Background: an optimization exercise with open tools, aiming at small area, a short achievable clock period and few clock cycles. Do not read the settings as production practice.
In this exercise RTL edits were held to simulation tests only and were not proved equivalent to the original.
Power and IR drop assume default switching activity.

**config.mk**
```make
export PLATFORM = sky130hd
export DESIGN_NAME = sorted_list_pool
export DESIGN_NICKNAME = sorted_list_pool
export VERILOG_FILES = /design/flow/design.v
export SDC_FILE = /design/flow/constraint.sdc
export NUM_CORES = 4
export LEC_CHECK = 0
export CAP_MARGIN = 20
export CORE_MARGIN = 2
export CORE_UTILIZATION = 30
export SLEW_MARGIN = 20
```
**constraint.sdc**
```tcl
create_clock -name core_clock -period 8.0 [get_ports {clk_i}]
set_input_delay 1.6000 -clock core_clock [delete_from_list [all_inputs] [get_ports {clk_i}]]
set_output_delay 1.6000 -clock core_clock [all_outputs]
set_load 0.01 [all_outputs]
```
**design.v**
```verilog
package slp_pkg;
  localparam logic [1:0] KIND_INSERT = 2'd0;
  localparam logic [1:0] KIND_DELETE = 2'd1;
  localparam logic [1:0] KIND_SHOW   = 2'd2;
  localparam logic [1:0] STATUS_DONE  = 2'd0;
  localparam logic [1:0] STATUS_FULL  = 2'd1;
  localparam logic [1:0] STATUS_EMPTY = 2'd2;
  localparam int unsigned ValueW   = 32;
  localparam int unsigned SlotW    = 4;
  localparam int unsigned RemovedW = 5;
  typedef struct packed {
    logic [1:0]               kind;
    logic signed [ValueW-1:0] value;
  } in_t;
  typedef struct packed {
    logic [1:0]               status;
    logic [SlotW-1:0]         slot;
    logic signed [ValueW-1:0] entry_value;
    logic [RemovedW-1:0]      removed;
    logic                     last;
  } out_t;
  typedef struct packed {
    logic scan_clr;
    logic set;
    logic clr;
  } scan_ctrl_t;
endpackage
module slp_ent_ram #(
  parameter int unsigned DEPTH = 16,
  parameter int unsigned WIDTH = 36
) (
  input  logic                     clk_i,
  input  logic                     rd_en_i,
  input  logic [$clog2(DEPTH)-1:0] rd_addr_i,
  output logic [WIDTH-1:0]         rd_data_o,
  input  logic                     wr_en_i,
  input  logic [$clog2(DEPTH)-1:0] wr_addr_i,
  input  logic [WIDTH-1:0]         wr_data_i
);
  logic [WIDTH-1:0] mem [DEPTH];
  logic [WIDTH-1:0] rd_data_q;
  always_ff @(posedge clk_i) begin
    if (wr_en_i) begin
      mem[wr_addr_i] <= wr_data_i;
    end
  end
  always_ff @(posedge clk_i) begin
    if (rd_en_i) begin
      rd_data_q <= mem[rd_addr_i];
    end
  end
  assign rd_data_o = rd_data_q;
endmodule
module slp_free_scan #(
  parameter int unsigned POOL_SIZE = 16
) (
  input  logic                         clk_i,
  input  logic                         rst_ni,
  input  slp_pkg::scan_ctrl_t          ctrl_i,
  input  logic [$clog2(POOL_SIZE)-1:0] clr_idx_i,
  output logic [$clog2(POOL_SIZE)-1:0] free_idx_o
);
  localparam int unsigned IW = $clog2(POOL_SIZE);
  logic [POOL_SIZE-1:0] used_q;
  logic [IW-1:0]        idx_q;
  logic                 found_q;
  always_ff @(posedge clk_i or negedge rst_ni) begin
    if (!rst_ni) begin
      idx_q   <= '0;
      found_q <= 1'b0;
    end else if (ctrl_i.scan_clr) begin
      idx_q   <= '0;
      found_q <= 1'b0;
    end else if (!found_q) begin
      if (!used_q[idx_q]) begin
        found_q <= 1'b1;
      end else begin
        idx_q <= idx_q + IW'(1);
      end
    end
  end
  always_ff @(posedge clk_i or negedge rst_ni) begin
    if (!rst_ni) begin
      used_q <= '0;
    end else begin
      if (ctrl_i.set) begin
        used_q[idx_q] <= 1'b1;
      end
      if (ctrl_i.clr) begin
        used_q[clr_idx_i] <= 1'b0;
      end
    end
  end
  assign free_idx_o = idx_q;
endmodule
module sorted_list_pool
#(
  parameter int unsigned POOL_SIZE = 16
) (
  input  logic        clk_i,
  input  logic        rst_ni,
  input  logic        start,
  input  logic [1:0]  in_kind,
  input  logic [31:0] in_value,
  output logic        busy,
  output logic        res_valid_o,
  output logic [1:0]  res_status,
  output logic [3:0]  res_slot,
  output logic [31:0] res_entry_value,
  output logic [4:0]  res_removed,
  output logic        res_last
);
  slp_pkg::in_t  in_i;
  slp_pkg::out_t res_o;
  assign in_i.kind  = in_kind;
  assign in_i.value = in_value;
  localparam int unsigned IW = $clog2(POOL_SIZE);
  localparam int unsigned CW = $clog2(POOL_SIZE + 1);
  localparam int unsigned EW = IW + slp_pkg::ValueW;
  localparam logic [1:0] ST_IDLE    = 2'd0;
  localparam logic [1:0] ST_WALK    = 2'd1;
  localparam logic [1:0] ST_INS_FIN = 2'd2;
  logic [1:0]               state_q, state_d;
  logic [1:0]               kind_q, kind_d;
  logic signed [slp_pkg::ValueW-1:0] val_q, val_d;
  logic [CW-1:0]            cnt_q, cnt_d;
  logic [CW-1:0]            ri_q, ri_d;
  logic                     dv_q, dv_d;
  logic [IW-1:0]            pi_q, pi_d;
  logic                     placed_q, placed_d;
  logic [IW-1:0]            pos_q, pos_d;
  logic [EW-1:0]            carry_q, carry_d;
  logic [CW-1:0]            wr_q, wr_d;
  logic [CW-1:0]            rem_q, rem_d;
  logic                     out_vld_q, out_vld_d;
  slp_pkg::out_t                     out_q, out_d;
  logic                     rd_en;
  logic [IW-1:0]            rd_addr;
  logic [EW-1:0]            rd_data;
  logic                     wr_en;
  logic [IW-1:0]            wr_addr;
  logic [EW-1:0]            wr_data;
  slp_pkg::scan_ctrl_t               scan_ctrl;
  logic [IW-1:0]            clr_idx;
  logic [IW-1:0]            free_idx;
  logic [IW-1:0]            e_slot;
  logic signed [slp_pkg::ValueW-1:0] e_val;
  logic                     e_ge;
  logic                     e_eq;
  logic                     accept;
  assign e_slot = rd_data[EW-1:slp_pkg::ValueW];
  assign e_val  = $signed(rd_data[slp_pkg::ValueW-1:0]);
  assign e_ge   = (e_val >= val_q);
  assign e_eq   = (e_val == val_q);
  assign accept = start && (state_q == ST_IDLE);
  slp_ent_ram #(
    .DEPTH (POOL_SIZE),
    .WIDTH (EW)
  ) u_ram (
    .clk_i     (clk_i),
    .rd_en_i   (rd_en),
    .rd_addr_i (rd_addr),
    .rd_data_o (rd_data),
    .wr_en_i   (wr_en),
    .wr_addr_i (wr_addr),
    .wr_data_i (wr_data)
  );
  slp_free_scan #(
    .POOL_SIZE (POOL_SIZE)
  ) u_scan (
    .clk_i      (clk_i),
    .rst_ni     (rst_ni),
    .ctrl_i     (scan_ctrl),
    .clr_idx_i  (clr_idx),
    .free_idx_o (free_idx)
  );
  always_comb begin
    state_d   = state_q;
    kind_d    = kind_q;
    val_d     = val_q;
    cnt_d     = cnt_q;
    ri_d      = ri_q;
    dv_d      = 1'b0;
    pi_d      = pi_q;
    placed_d  = placed_q;
    pos_d     = pos_q;
    carry_d   = carry_q;
    wr_d      = wr_q;
    rem_d     = rem_q;
    out_vld_d = 1'b0;
    out_d     = out_q;
    rd_en     = 1'b0;
    rd_addr   = ri_q[IW-1:0];
    wr_en     = 1'b0;
    wr_addr   = pi_q;
    wr_data   = rd_data;
    scan_ctrl = '0;
    clr_idx   = e_slot;
    case (state_q)
      ST_IDLE: begin
        if (accept) begin
          kind_d   = in_i.kind;
          val_d    = in_i.value;
          ri_d     = '0;
          placed_d = 1'b0;
          wr_d     = '0;
          rem_d    = '0;
          scan_ctrl.scan_clr = 1'b1;
          out_d      = '0;
          out_d.last = 1'b1;
          case (in_i.kind)
            slp_pkg::KIND_INSERT: begin
              if (cnt_q == CW'(POOL_SIZE)) begin
                out_d.status = slp_pkg::STATUS_FULL;
                out_vld_d    = 1'b1;
              end else begin
                state_d = ST_WALK;
              end
            end
            slp_pkg::KIND_DELETE: begin
              state_d = ST_WALK;
            end
            slp_pkg::KIND_SHOW: begin
              if (cnt_q == '0) begin
                out_d.status = slp_pkg::STATUS_EMPTY;
                out_vld_d    = 1'b1;
              end else begin
                state_d = ST_WALK;
              end
            end
            default: begin
              out_vld_d = 1'b1;
            end
          endcase
        end
      end
      ST_WALK: begin
        if (dv_q) begin
          case (kind_q)
            slp_pkg::KIND_INSERT: begin
              if (placed_q) begin
                wr_en   = 1'b1;
                wr_addr = pi_q;
                wr_data = carry_q;
                carry_d = rd_data;
              end else if (e_ge) begin
                placed_d = 1'b1;
                pos_d    = pi_q;
                carry_d  = rd_data;
              end
            end
            slp_pkg::KIND_DELETE: begin
              if (e_eq) begin
                scan_ctrl.clr = 1'b1;
                rem_d         = rem_q + CW'(1);
              end else begin
                wr_en   = 1'b1;
                wr_addr = wr_q[IW-1:0];
                wr_data = rd_data;
                wr_d    = wr_q + CW'(1);
              end
            end
            default: begin
              out_vld_d         = 1'b1;
              out_d.status      = slp_pkg::STATUS_DONE;
              out_d.slot        = slp_pkg::SlotW'(e_slot);
              out_d.entry_value = e_val;
              out_d.removed     = '0;
              out_d.last        = ((CW'(pi_q) + CW'(1)) == cnt_q);
            end
          endcase
        end
        if (ri_q < cnt_q) begin
          rd_en = 1'b1;
          ri_d  = ri_q + CW'(1);
          dv_d  = 1'b1;
          pi_d  = ri_q[IW-1:0];
        end else if (!dv_q) begin
          case (kind_q)
            slp_pkg::KIND_INSERT: begin
              if (placed_q) begin
                wr_en   = 1'b1;
                wr_addr = cnt_q[IW-1:0];
                wr_data = carry_q;
              end else begin
                pos_d = cnt_q[IW-1:0];
              end
              state_d = ST_INS_FIN;
            end
            slp_pkg::KIND_DELETE: begin
              cnt_d             = wr_q;
              out_vld_d         = 1'b1;
              out_d             = '0;
              out_d.status      = slp_pkg::STATUS_DONE;
              out_d.removed     = slp_pkg::RemovedW'(rem_q);
              out_d.last        = 1'b1;
              state_d           = ST_IDLE;
            end
            default: begin
              state_d = ST_IDLE;
            end
          endcase
        end
      end
      ST_INS_FIN: begin
        wr_en             = 1'b1;
        wr_addr           = pos_q;
        wr_data           = {free_idx, val_q};
        scan_ctrl.set     = 1'b1;
        cnt_d             = cnt_q + CW'(1);
        out_vld_d         = 1'b1;
        out_d             = '0;
        out_d.status      = slp_pkg::STATUS_DONE;
        out_d.slot        = slp_pkg::SlotW'(free_idx);
        out_d.entry_value = val_q;
        out_d.last        = 1'b1;
        state_d           = ST_IDLE;
      end
      default: begin
        state_d = ST_IDLE;
      end
    endcase
  end
  always_ff @(posedge clk_i or negedge rst_ni) begin
    if (!rst_ni) begin
      state_q   <= ST_IDLE;
      cnt_q     <= '0;
      ri_q      <= '0;
      dv_q      <= 1'b0;
      placed_q  <= 1'b0;
      wr_q      <= '0;
      rem_q     <= '0;
      out_vld_q <= 1'b0;
    end else begin
      state_q   <= state_d;
      cnt_q     <= cnt_d;
      ri_q      <= ri_d;
      dv_q      <= dv_d;
      placed_q  <= placed_d;
      wr_q      <= wr_d;
      rem_q     <= rem_d;
      out_vld_q <= out_vld_d;
    end
  end
  always_ff @(posedge clk_i) begin
    kind_q  <= kind_d;
    val_q   <= val_d;
    pi_q    <= pi_d;
    pos_q   <= pos_d;
    carry_q <= carry_d;
    out_q   <= out_d;
  end
  assign busy        = (state_q != ST_IDLE);
  assign res_valid_o = out_vld_q;
  assign res_o       = out_q;
  assign res_status      = res_o.status;
  assign res_slot        = res_o.slot;
  assign res_entry_value = res_o.entry_value;
  assign res_removed     = res_o.removed;
  assign res_last        = res_o.last;
endmodule
```
**run.sh**
```bash
#!/bin/bash
# synth_recipe.tcl (not shown) runs the flow's synth.tcl, then flattens the netlist and writes it again
# the make line also repeats each setting of config.mk as NAME=value (left out here)
make -C /OpenROAD-flow-scripts/flow DESIGN_CONFIG=/design/flow/config.mk WORK_HOME=/design/flow/orfs CLKGATE_MAP_FILE= SYNTH_SCRIPT=/design/flow/synth_recipe.tcl finish
```
==> metrics.md <==
| Metric | Value |
|---|---|
| Final setup vio count | 0 |
| Post-Syn Area | about 0.032 mm^2 |
| CTS H-Tree Depth | 3 |
| Highest Signal Layer | met4 |
| TritonCTS Buffers | 79 |
| Number of nets in the layout | between 1500 and 2000 |
| Worst Tran Pin Value | roughly 1.1 ns |
| Ys flop type | edfxtp_1 |
| Die Height | roughly 330 um |
| Cells on worst reg2reg path | 11 |
| Crit end category | register |
| Fin. max-slew vios | 0 |
| Unrepaired setup endpoints after global routing | no |
| Post-synth top area cell | edfxtp_1 |
| CP Buf/Inv Count | 5 |
| Worst r2r dst | u_ram.mem[3][34] |
| Synth warnings | 3 |
| ANT cells | 0 |
| Fmax | just over 200 MHz |
| Die X-Extent | around 330 um |
| Post-synth top cells | edfxtp_1 (734), mux4_2 (185), a21oi_1 (137), nand2_1 (115), nor2_1 (93) |
| Final hold violation count | 0 |
| Net Count, Synth | around 1900 |
| Vias | 17400 |
| Worst Path Class, Setup | register to register |
| Cells after synthesis | 1772 |
| Rows | between 100 and 150 |
| Final Util | between 30% and 40% |
| Design Area, Final | about 0.037 mm^2 |
| CP Cell Sequence | inv_1 > ha_2 > buf_4 > clkinv_1 > nor2_4 > buf_4 > a22o_1 > a311oi_1 > or2_2 > nor2_4 > buf_4 |
| GR Overflow Total | 0 |
| Post-synth cell types | 64 |
| # DRC | 0 |
| Worst VDD drop | 0.000200 V |
| Post-cts resize count | 0 |
| Worst Path Max Fanout | 53 |
| I/O pin total | slightly above 80 |
| Final RePlAce weighted congestion | approximately 0.84 |
| DRT iter0 DRCs | between 2000 and 2500 |
| CP peak stage delay | roughly 0.82 ns |
| Most used cell, CP | buf_4 |
| Post-synth EDFFs | 734 |
| CTS tree | built |
| PortBufs | just over 80 |
| Dpl hpwl | around 46000 um |
| Final Cycle Share | between 60% and 70% |
| Synth top area share | around 70% |
| Final clock skew | around 0.058 ns |
| Quantity of hold-fixing buffers added after cts | 0 |
| DR WL/cell | around 24 um |
| CORE AREA | between 0.1 and 0.15 mm^2 |
| Status | no timing/DRC/antenna violations |
| Global-route wire length before repair | roughly 120000 um |
| Pleak | 12.1 nW |
| Sink Count | slightly below 800 |
| Antenna violations before repair | 1 |
| Final TNS setup | 0 ns |
| CTS max path bufs | 3 |
| Critical path depth | 11 |
| Setup Buffers After CTS | 0 |
| Pre-antenna DRT Iters | 8 |
| Clk pin slew, worst setup/hold paths | roughly 0.060 ns |
| Worst min path class | register to register |
| Number of synthesized register bits | slightly below 800 |
| Met3 wire len | 6880 um |
| DR vias/cell | between 5 and 6 |
| Die area | 0.109 mm^2 |
| Overall Power | about 0.013 W |
| Power Dens Cells | between 300 and 400 mW/mm^2 |
| Hold EP | carry_q[18] |
| Initial Util | a little over 30% |
| Worst setup path start | state_q[0] |
| Routed Wire Length | 80700 um |
| WHS | ~0.52 ns |
| Area after DPL | 0.0346 mm^2 |
| Vias in the first global route | approximately 18000 |
| Slowest-stage cell, CP | nor2_4 |
| Metal1 wirelength | 35700 um |
| CP arrival | about 5.3 ns |
| Startpoint types | register |
| Sequential cell area fraction in the yosys report | between 70% and 80% |
| Clk Latency, worst-skew pair | between 0.6 and 0.7 ns |
| Synthesized area per cell | roughly 18 um^2 |
| Most common cell in the synthesized netlist | edfxtp_1 |
| All-layer global routing usage | 14.8% |
| Launch point of the worst reg-to-reg path | state_q[0] |
| Crit path time final | between 4 and 5 ns |
| Layout cells sized above 1 | between 10% and 20% |
| Max_cap viols | 0 |
| P&R area growth vs syn | 16.3% |
| Root Buffer | clkbuf_16 |
| Largest cells by area after synthesis | edfxtp_1 (69%), mux4_2 (13%), dfrtp_1 (3.6%) |
| Hold path depth | 0 |
| Kind of cell adding the most delay to the critical path | buffers and inverters |
| Post-synth ARST share | 5.90% |
| Rel. slew slack | between 20% and 30% |
| Req. time, crit path | 8.32 ns |
| Flop2flop setup slack | just over 3 ns |
| Largest net degree at the start of global routing | slightly above 60 |
| Met2 wire len | around 36000 um |
| HP Start | u_ram.rd_data_q[18] |
| Final ANT Viol Nets | 0 |
## report_power, final
part	internal, W	leakage, nW	total (W)	switching [W]
sequential	0.00551	7.37	0.00592	0.000415
combinational	0.00122	3.47	0.00321	0.00199
clock	0.00204	1.24	0.00363	0.00159
total	0.00876	12.1	0.0128	0.00399
## per-stage QoR
step | setup slack (ns) | instances
2_1_floorplan | 2.86 | 1772
3_3_place_gp | 3.25 | 3191
3_5_place_dp | 3.08 | 3192
4_1_cts | 3.11 | 3335
5_1_grt | 2.85 | 3335
6_report | 3.06 | 3335
## area by class of cell
type                       instances  area (um^2)
clock inverter                    49          514
timing repair buffer             117         1090
fill                            9839        68200
multi-input combinational        816         8280
clock buffer                      94         2030
inverter                          88          332
tap                             1391         1740
sequential                       780        23200
## worst max-delay path by stage
stage                                  end  slack [ns]
after global routing      u_ram.mem[3][34]        2.85
after detailed placement  u_ram.mem[3][24]        3.08
final                     u_ram.mem[3][34]        3.06
after global placement    u_ram.mem[3][24]        3.25
after CTS                 u_ram.mem[3][34]        3.11
after floorplan                 carry_q[0]        2.86
## state kept, by name (all words and copies together), names as in the netlist, 4 cells and up
name / count
u_ram.rd_data_q: 36
u_ram.mem: 576
out_q: 44
cnt_q: 5
wr_q: 5
rem_q: 5
carry_q: 36
val_q: 32
pi_q: 4
u_scan.idx_q: 4
u_scan.used_q: 16
pos_q: 4
ri_q: 5
## layout by cell type, fill, tap and decap left out, drive strengths merged, types with 5 or more instances in the layout
cell           instances
edfxtp               734
mux4                 185
a21oi                137
nand2                115
clkbuf                94
nor2                  94
inv                   88
clkdlybuf4s50         81
ha                    56
dfrtp                 46
clkinv                41
buf                   36
a222oi                35
nand3                 29
o21ai                 19
xor2                  15
nor3                  15
nand4                 13
nand2b                 9
xnor2                  8
mux2i                  8
a31oi                  7
o221ai                 6
bufinv                 6
or3                    5
and2                   5
## kinds of logic after synthesis
kind of cell | synth area share (%)
flip-flops | 72.5
adder cells (fa/ha/maj) | 2.19
XOR/XNOR | 0.630
multiplexers | 13.4
buffers and inverters | 2.13
AO/OA/AOI/OAI | 4.91
AND/OR/NAND/NOR | 4.24
## metal layers
layer	GRT usage [%]	vias to the layer above
met2	22.2	768
met4	4.39	0
met3	3.47	123
met5	0	-
li1	-	7322
met1	21.4	9156
Testbench counts, summed over its fixed seeds: cycles 40,839.

==> afterwards: timing with drivers on the ports <==
In the flow no input, the clock included, has a driving cell. The finished layout below was timed again as built, in two steps.
Step 1 sets driving cells, clkbuf_16 on the clock port and buf_2 on the other inputs (assumed; they add their load-dependent delay and slew).
Step 2 adds t to the input delays and takes it off the output delays; t is the mean of the earliest and latest rising clock arrival at the registers after step 1. Input paths then give back, and output paths get back, about the clock's delay inside the block.
Slacks: ideal ports / drivers / drivers and shift; pairs: ideal ports / drivers.
shift t [ns]: 0.688
slack for setup (ns): 3.063 / 3.063 / 3.063
pins driven straight from the clock port: 1
After both steps setup and hold are still met in this run. For this run, drivers alone change the setup slack by 0.000 ns; drivers and shift together by 0.000 ns.
